This is an optimization exercise on Yosys and OpenROAD, whose aim is small area, a short achievable clock period and few clock cycles, not a production implementation.
Power figures rest on the tool's default switching activity, not on a simulated workload.

==> juniper: inputs <==
==> flow/design.v <==
`timescale 1ns / 1ps
package pot_ema_pkg;
    localparam int CHANNELS            = 8;
    localparam int SAMPLES_PER_AVERAGE = 16;
    localparam int CH_W     = 3;
    localparam int SAMPLE_W = 12;
    localparam int SUM_W    = 16;
    localparam int CNT_W    = 4;
    localparam int AVG_W    = 24;
    localparam int FRAC_W   = 8;
    localparam int LEVEL_W  = 16;
    localparam int WEIGHT_W = 8;
    localparam int THRESH_W = 16;
    localparam int CFG_W    = 16;
    localparam int CFG_IDX_W = 1;
    localparam logic [CNT_W-1:0] BLOCK_END = CNT_W'(SAMPLES_PER_AVERAGE % 16);
    localparam logic [WEIGHT_W-1:0] WEIGHT_RESET = 8'd26;
    localparam logic [THRESH_W-1:0] THRESH_RESET = 16'd328;
    localparam logic [CFG_IDX_W-1:0] REG_WEIGHT    = 1'b0;
    localparam logic [CFG_IDX_W-1:0] REG_THRESHOLD = 1'b1;
    typedef struct packed {
        logic [CH_W-1:0]     channel;
        logic [SAMPLE_W-1:0] sample;
    } in_t;
    typedef struct packed {
        logic [CH_W-1:0]    report_channel;
        logic [LEVEL_W-1:0] smoothed_level;
    } out_t;
    typedef struct packed {
        logic [WEIGHT_W-1:0] smoothing_weight;
        logic [THRESH_W-1:0] report_threshold;
    } cfg_t;
endpackage
`timescale 1ns / 1ps
module pot_ema_cfg (
    input  logic                            clk,
    input  logic                            rst_n,
    input  logic                            cfg_write,
    input  logic [pot_ema_pkg::CFG_IDX_W-1:0] cfg_index,
    input  logic [pot_ema_pkg::CFG_W-1:0]   cfg_data,
    output pot_ema_pkg::cfg_t               cfg
);
    pot_ema_pkg::cfg_t cfg_reg;
    always_ff @(posedge clk or negedge rst_n)
    begin
        if (!rst_n)
        begin
            cfg_reg.smoothing_weight <= pot_ema_pkg::WEIGHT_RESET;
            cfg_reg.report_threshold <= pot_ema_pkg::THRESH_RESET;
        end
        else if (cfg_write)
        begin
            unique case (cfg_index)
                pot_ema_pkg::REG_WEIGHT:
                    cfg_reg.smoothing_weight <= cfg_data[pot_ema_pkg::WEIGHT_W-1:0];
                pot_ema_pkg::REG_THRESHOLD:
                    cfg_reg.report_threshold <= cfg_data[pot_ema_pkg::THRESH_W-1:0];
                default:
                begin
                end
            endcase
        end
    end
    assign cfg = cfg_reg;
endmodule
`timescale 1ns / 1ps
module pot_ema_core (
    input  logic                     clk,
    input  logic                     rst_n,
    input  logic                     in_valid,
    output logic                     in_ready,
    input  pot_ema_pkg::in_t         in_req,
    input  pot_ema_pkg::cfg_t        cfg,
    input  logic                     hold,         
    output logic                     push,         
    output logic [2:0]               push_ch,
    input  logic [2:0]               rd_ch,        
    output logic [15:0]              rd_level
);
    localparam int NP = 8;
    logic [15:0] r_s [NP];
    logic [3:0]  r_n [NP];
    logic [23:0] r_a [NP];
    logic [15:0] r_l [NP];
    logic [NP-1:0] r_z;
    logic [NP-1:0] r_f;
    logic [2:0]  base;
    logic        done1, done2;
    logic        rv;
    logic [2:0]  rch;
    logic [11:0] rx;
    logic        rdy_r;
    logic        cons;
    logic        acc;
    logic        rv_n;
    logic [2:0]  rch_n;
    logic [2:0]  base_n;
    logic        cons_n;
    assign acc    = in_valid && rdy_r;
    assign base_n = base + 3'd1;
    assign rv_n   = acc || (rv && !cons);
    assign rch_n  = acc ? in_req.channel : rch;
    assign cons_n = rv_n && (rch_n == base_n);
    always_ff @(posedge clk or negedge rst_n)
    begin
        if (!rst_n)
        begin
            rv    <= 1'b0;
            rdy_r <= 1'b0;
            cons  <= 1'b0;
            base  <= '0;
        end
        else
        begin
            rv    <= rv_n;
            rdy_r <= !hold && (!rv_n || cons_n);
            cons  <= cons_n;
            base  <= base_n;
        end
    end
    always_ff @(posedge clk)
    begin
        if (acc)
        begin
            rch <= in_req.channel;
            rx  <= in_req.sample;
        end
    end
    assign in_ready = rdy_r;
    logic [15:0] s0, sum0;
    logic [3:0]  n0, cnt0;
    logic [23:0] a0;
    logic        dn0;
    logic [16:0] dh0;
    always_comb
    begin
        s0   = r_z[0] ? 16'd0 : r_s[0];
        n0   = r_z[0] ? 4'd0  : r_n[0];
        a0   = r_z[0] ? 24'd0 : r_a[0];
        sum0 = s0 + 16'(rx);
        cnt0 = n0 + 4'd1;
        dn0  = cons && (n0 == 4'd15);
        dh0  = {1'b0, sum0} - {1'b0, a0[23:8]} - 17'(a0[7:0] != 8'd0);
    end
    logic signed [24:0] d1;
    logic        [7:0]  dl1;
    logic        [31:0] acc1;
    logic        [23:0] a1;
    always_comb
    begin
        dl1  = 8'd0 - r_a[1][7:0];
        d1   = $signed({r_n[1][0], r_s[1], dl1});
        acc1 = {r_a[1], 8'd0} + 32'(d1 * $signed({1'b0, cfg.smoothing_weight})) + 32'd128;
        a1   = acc1[31:8];
    end
    logic [15:0] lvl2, dlt2;
    logic        rep2;
    always_comb
    begin
        lvl2 = r_a[2][23:8];
        dlt2 = (lvl2 > r_l[2]) ? (lvl2 - r_l[2]) : (r_l[2] - lvl2);
        rep2 = done2 && (r_f[2] || (dlt2 > cfg.report_threshold));
    end
    assign push    = rep2;
    assign push_ch = base - 3'd2;
    always_ff @(posedge clk)
    begin
        r_s[1] <= dn0 ? dh0[15:0] : (cons ? sum0 : s0);
        r_n[1] <= dn0 ? {3'd0, dh0[16]} : (cons ? cnt0 : n0);
        r_a[1] <= a0;
        r_l[1] <= r_l[0];
        r_s[2] <= done1 ? 16'd0 : r_s[1];
        r_n[2] <= done1 ? 4'd0  : r_n[1];
        r_a[2] <= done1 ? a1    : r_a[1];
        r_l[2] <= r_l[1];
        r_s[3] <= r_s[2];
        r_n[3] <= r_n[2];
        r_a[3] <= r_a[2];
        r_l[3] <= rep2 ? lvl2 : r_l[2];
        for (int i = 4; i < NP; i++)
        begin
            r_s[i] <= r_s[i-1];
            r_n[i] <= r_n[i-1];
            r_a[i] <= r_a[i-1];
            r_l[i] <= r_l[i-1];
        end
        r_s[0] <= r_s[NP-1];
        r_n[0] <= r_n[NP-1];
        r_a[0] <= r_a[NP-1];
        r_l[0] <= r_l[NP-1];
    end
    always_ff @(posedge clk or negedge rst_n)
    begin
        if (!rst_n)
        begin
            r_z   <= '1;
            r_f   <= '1;
            done1 <= 1'b0;
            done2 <= 1'b0;
        end
        else
        begin
            r_z   <= {r_z[NP-2:1], r_z[0] && !cons, r_z[NP-1]};
            r_f   <= {r_f[NP-2:3], r_f[2] && !rep2, r_f[1:0], r_f[NP-1]};
            done1 <= dn0;
            done2 <= done1;
        end
    end
    logic [2:0] rd_pos;
    assign rd_pos   = base - rd_ch;
    assign rd_level = r_l[rd_pos];
endmodule
`timescale 1ns / 1ps
module pot_ema_out (
    input  logic               clk,
    input  logic               rst_n,
    input  logic               push,
    input  logic [2:0]         push_ch,
    output logic [2:0]         rd_ch,
    input  logic [15:0]        rd_level,
    output logic               hold,
    output logic               out_valid,
    input  logic               out_ready,
    output pot_ema_pkg::out_t  out_req
);
    logic [2:0] q_ch [8];
    logic [2:0] wp, rp;
    logic [3:0] cnt;
    logic [5:0] age;
    logic       valid_reg;
    logic       pop;
    pot_ema_pkg::out_t data_reg;
    assign pop   = (cnt != 4'd0) && (!valid_reg || out_ready);
    assign rd_ch = q_ch[rp];
    assign hold  = age[5];
    always_ff @(posedge clk or negedge rst_n)
    begin
        if (!rst_n)
        begin
            wp        <= '0;
            rp        <= '0;
            cnt       <= '0;
            age       <= '0;
            valid_reg <= 1'b0;
        end
        else
        begin
            if (push)
                wp <= wp + 3'd1;
            if (pop)
                rp <= rp + 3'd1;
            cnt <= cnt + 4'(push) - 4'(pop);
            if (cnt == 4'd0)
                age <= '0;
            else if (!age[5])
                age <= age + 6'd1;
            if (!valid_reg || out_ready)
                valid_reg <= pop;
        end
    end
    always_ff @(posedge clk)
    begin
        if (push)
            q_ch[wp] <= push_ch;
        if (pop)
        begin
            data_reg.report_channel <= rd_ch;
            data_reg.smoothed_level <= rd_level;
        end
    end
    assign out_valid = valid_reg;
    assign out_req   = data_reg;
endmodule
`timescale 1ns / 1ps
module pot_oversample_ema_hysteresis_top (
    input  logic                              clk,
    input  logic                              rst_n,
    input  logic                              in_valid,
    output logic                              in_ready,
    input  logic [14:0]                       in_req,
    output logic                              out_valid,
    input  logic                              out_ready,
    output logic [18:0]                       out_req,
    input  logic                              cfg_write,
    input  logic [pot_ema_pkg::CFG_IDX_W-1:0] cfg_index,
    input  logic [pot_ema_pkg::CFG_W-1:0]     cfg_data
);
    pot_ema_pkg::cfg_t cfg;
    pot_ema_pkg::in_t  in_req_s;
    pot_ema_pkg::out_t out_req_s;
    assign in_req_s = in_req;
    assign out_req  = out_req_s;
    logic        hold;
    logic        push;
    logic [2:0]  push_ch;
    logic [2:0]  rd_ch;
    logic [15:0] rd_level;
    pot_ema_cfg u_cfg (
        .clk       (clk),
        .rst_n     (rst_n),
        .cfg_write (cfg_write),
        .cfg_index (cfg_index),
        .cfg_data  (cfg_data),
        .cfg       (cfg)
    );
    pot_ema_core u_core (
        .clk       (clk),
        .rst_n     (rst_n),
        .in_valid  (in_valid),
        .in_ready  (in_ready),
        .in_req    (in_req_s),
        .cfg       (cfg),
        .hold      (hold),
        .push      (push),
        .push_ch   (push_ch),
        .rd_ch     (rd_ch),
        .rd_level  (rd_level)
    );
    pot_ema_out u_out (
        .clk       (clk),
        .rst_n     (rst_n),
        .push      (push),
        .push_ch   (push_ch),
        .rd_ch     (rd_ch),
        .rd_level  (rd_level),
        .hold      (hold),
        .out_valid (out_valid),
        .out_ready (out_ready),
        .out_req   (out_req_s)
    );
endmodule
==> flow/run.sh <==
#!/bin/bash
# synth_recipe.tcl (not shown) runs the flow's synth.tcl, then flattens the netlist and writes it again
# the make line also repeats each setting of config.mk as NAME=value (left out here)
make -C /OpenROAD-flow-scripts/flow DESIGN_CONFIG=/design/flow/config.mk WORK_HOME=/design/flow/orfs CLKGATE_MAP_FILE= SYNTH_SCRIPT=/design/flow/synth_recipe.tcl finish
==> flow/config.mk <==
export PLATFORM = sky130hd
export DESIGN_NAME = pot_oversample_ema_hysteresis_top
export DESIGN_NICKNAME = pot_oversample_ema_hysteresis_top
export VERILOG_FILES = /design/flow/design.v
export SDC_FILE = /design/flow/constraint.sdc
export NUM_CORES = 4
export LEC_CHECK = 0
export CAP_MARGIN = 20
export CORE_MARGIN = 2
export CORE_UTILIZATION = 40
export SLEW_MARGIN = 20
==> flow/constraint.sdc <==
create_clock -name core_clock -period 20.0 [get_ports {clk}]
set_input_delay 4.0000 -clock core_clock [delete_from_list [all_inputs] [get_ports {clk}]]
set_output_delay 4.0000 -clock core_clock [all_outputs]
set_load 0.01 [all_outputs]
==> fjord (differences from juniper) <==
--- a/flow/config.mk
+++ b/flow/config.mk
@@ -6,6 +6,8 @@
 export NUM_CORES = 4
 export LEC_CHECK = 0
+export ABC_CLOCK_PERIOD_IN_PS = 4000
 export CAP_MARGIN = 20
 export CORE_MARGIN = 2
 export CORE_UTILIZATION = 40
+export SETUP_SLACK_MARGIN = 5
 export SLEW_MARGIN = 20
==> flow_summary_export.csv <==
group,metric,value,unit
run_status,status,"timing/DRC/antenna clean",
global_route,met3_usage,0.0330,
finish,stdcell_count,3569,
setup_path,critical_path_arrival,7480,ps
power,power_leader,"combinational cells",
routing,met3_length,3000,microns
worst_hold_path,hold_class,"flip-flop to flip-flop",
timing,fin_tns_setup,0,ps
[end of results for juniper]
==> flow_summary_export.csv <==
group,metric,value,unit
placed_design,dp_hpwl,44500,microns
global_route,met3_usage,0.0330,
setup_path,cp_num_cells,22,
run_status,status,"timing/DRC/antenna clean",
power,p_per_area,137,nW/um^2
finish,stdcell_count,3569,
timing,fin_skew,24.2,ps
routing,met3_length,3000,microns
timing,fin_tns_setup,0,ps
power,power_leader,"combinational cells",
routing,drt_iter0_drc,1030,
worst_hold_path,hold_class,"flip-flop to flip-flop",
[end of results for fjord]
No run of this note included a check of the RTL's function; only the layout flow was run.

[re-timing with driven ports]
In the flow no input, the clock included, has a driving cell. The finished layouts below were timed again as built, in two steps.
Step 1 sets driving cells, clkbuf_16 on the clock port and buf_2 on the other inputs (assumed; they add their load-dependent delay and slew).
Step 2, shift: input delay + t, output delay - t, t = (earliest + latest rising clock arrival at the registers) / 2. This alone moves slack from input paths to output paths.
a / b / c = no drivers / after step 1 / after step 2; a / b = the first two.
| run | shift t [ns] | slack for setup (ns) | latest minus earliest clock arrival (ns) | worst register clock-pin slew, ns |
|---|---|---|---|---|
| juniper | 0.682 | 13.025 / 13.025 / 13.025 | 0.024 / 0.025 | 0.07 / 0.07 |
| fjord | 0.682 | 13.025 / 13.025 / 13.025 | 0.024 / 0.025 | 0.07 / 0.07 |
After both steps every run listed still meets setup and hold.
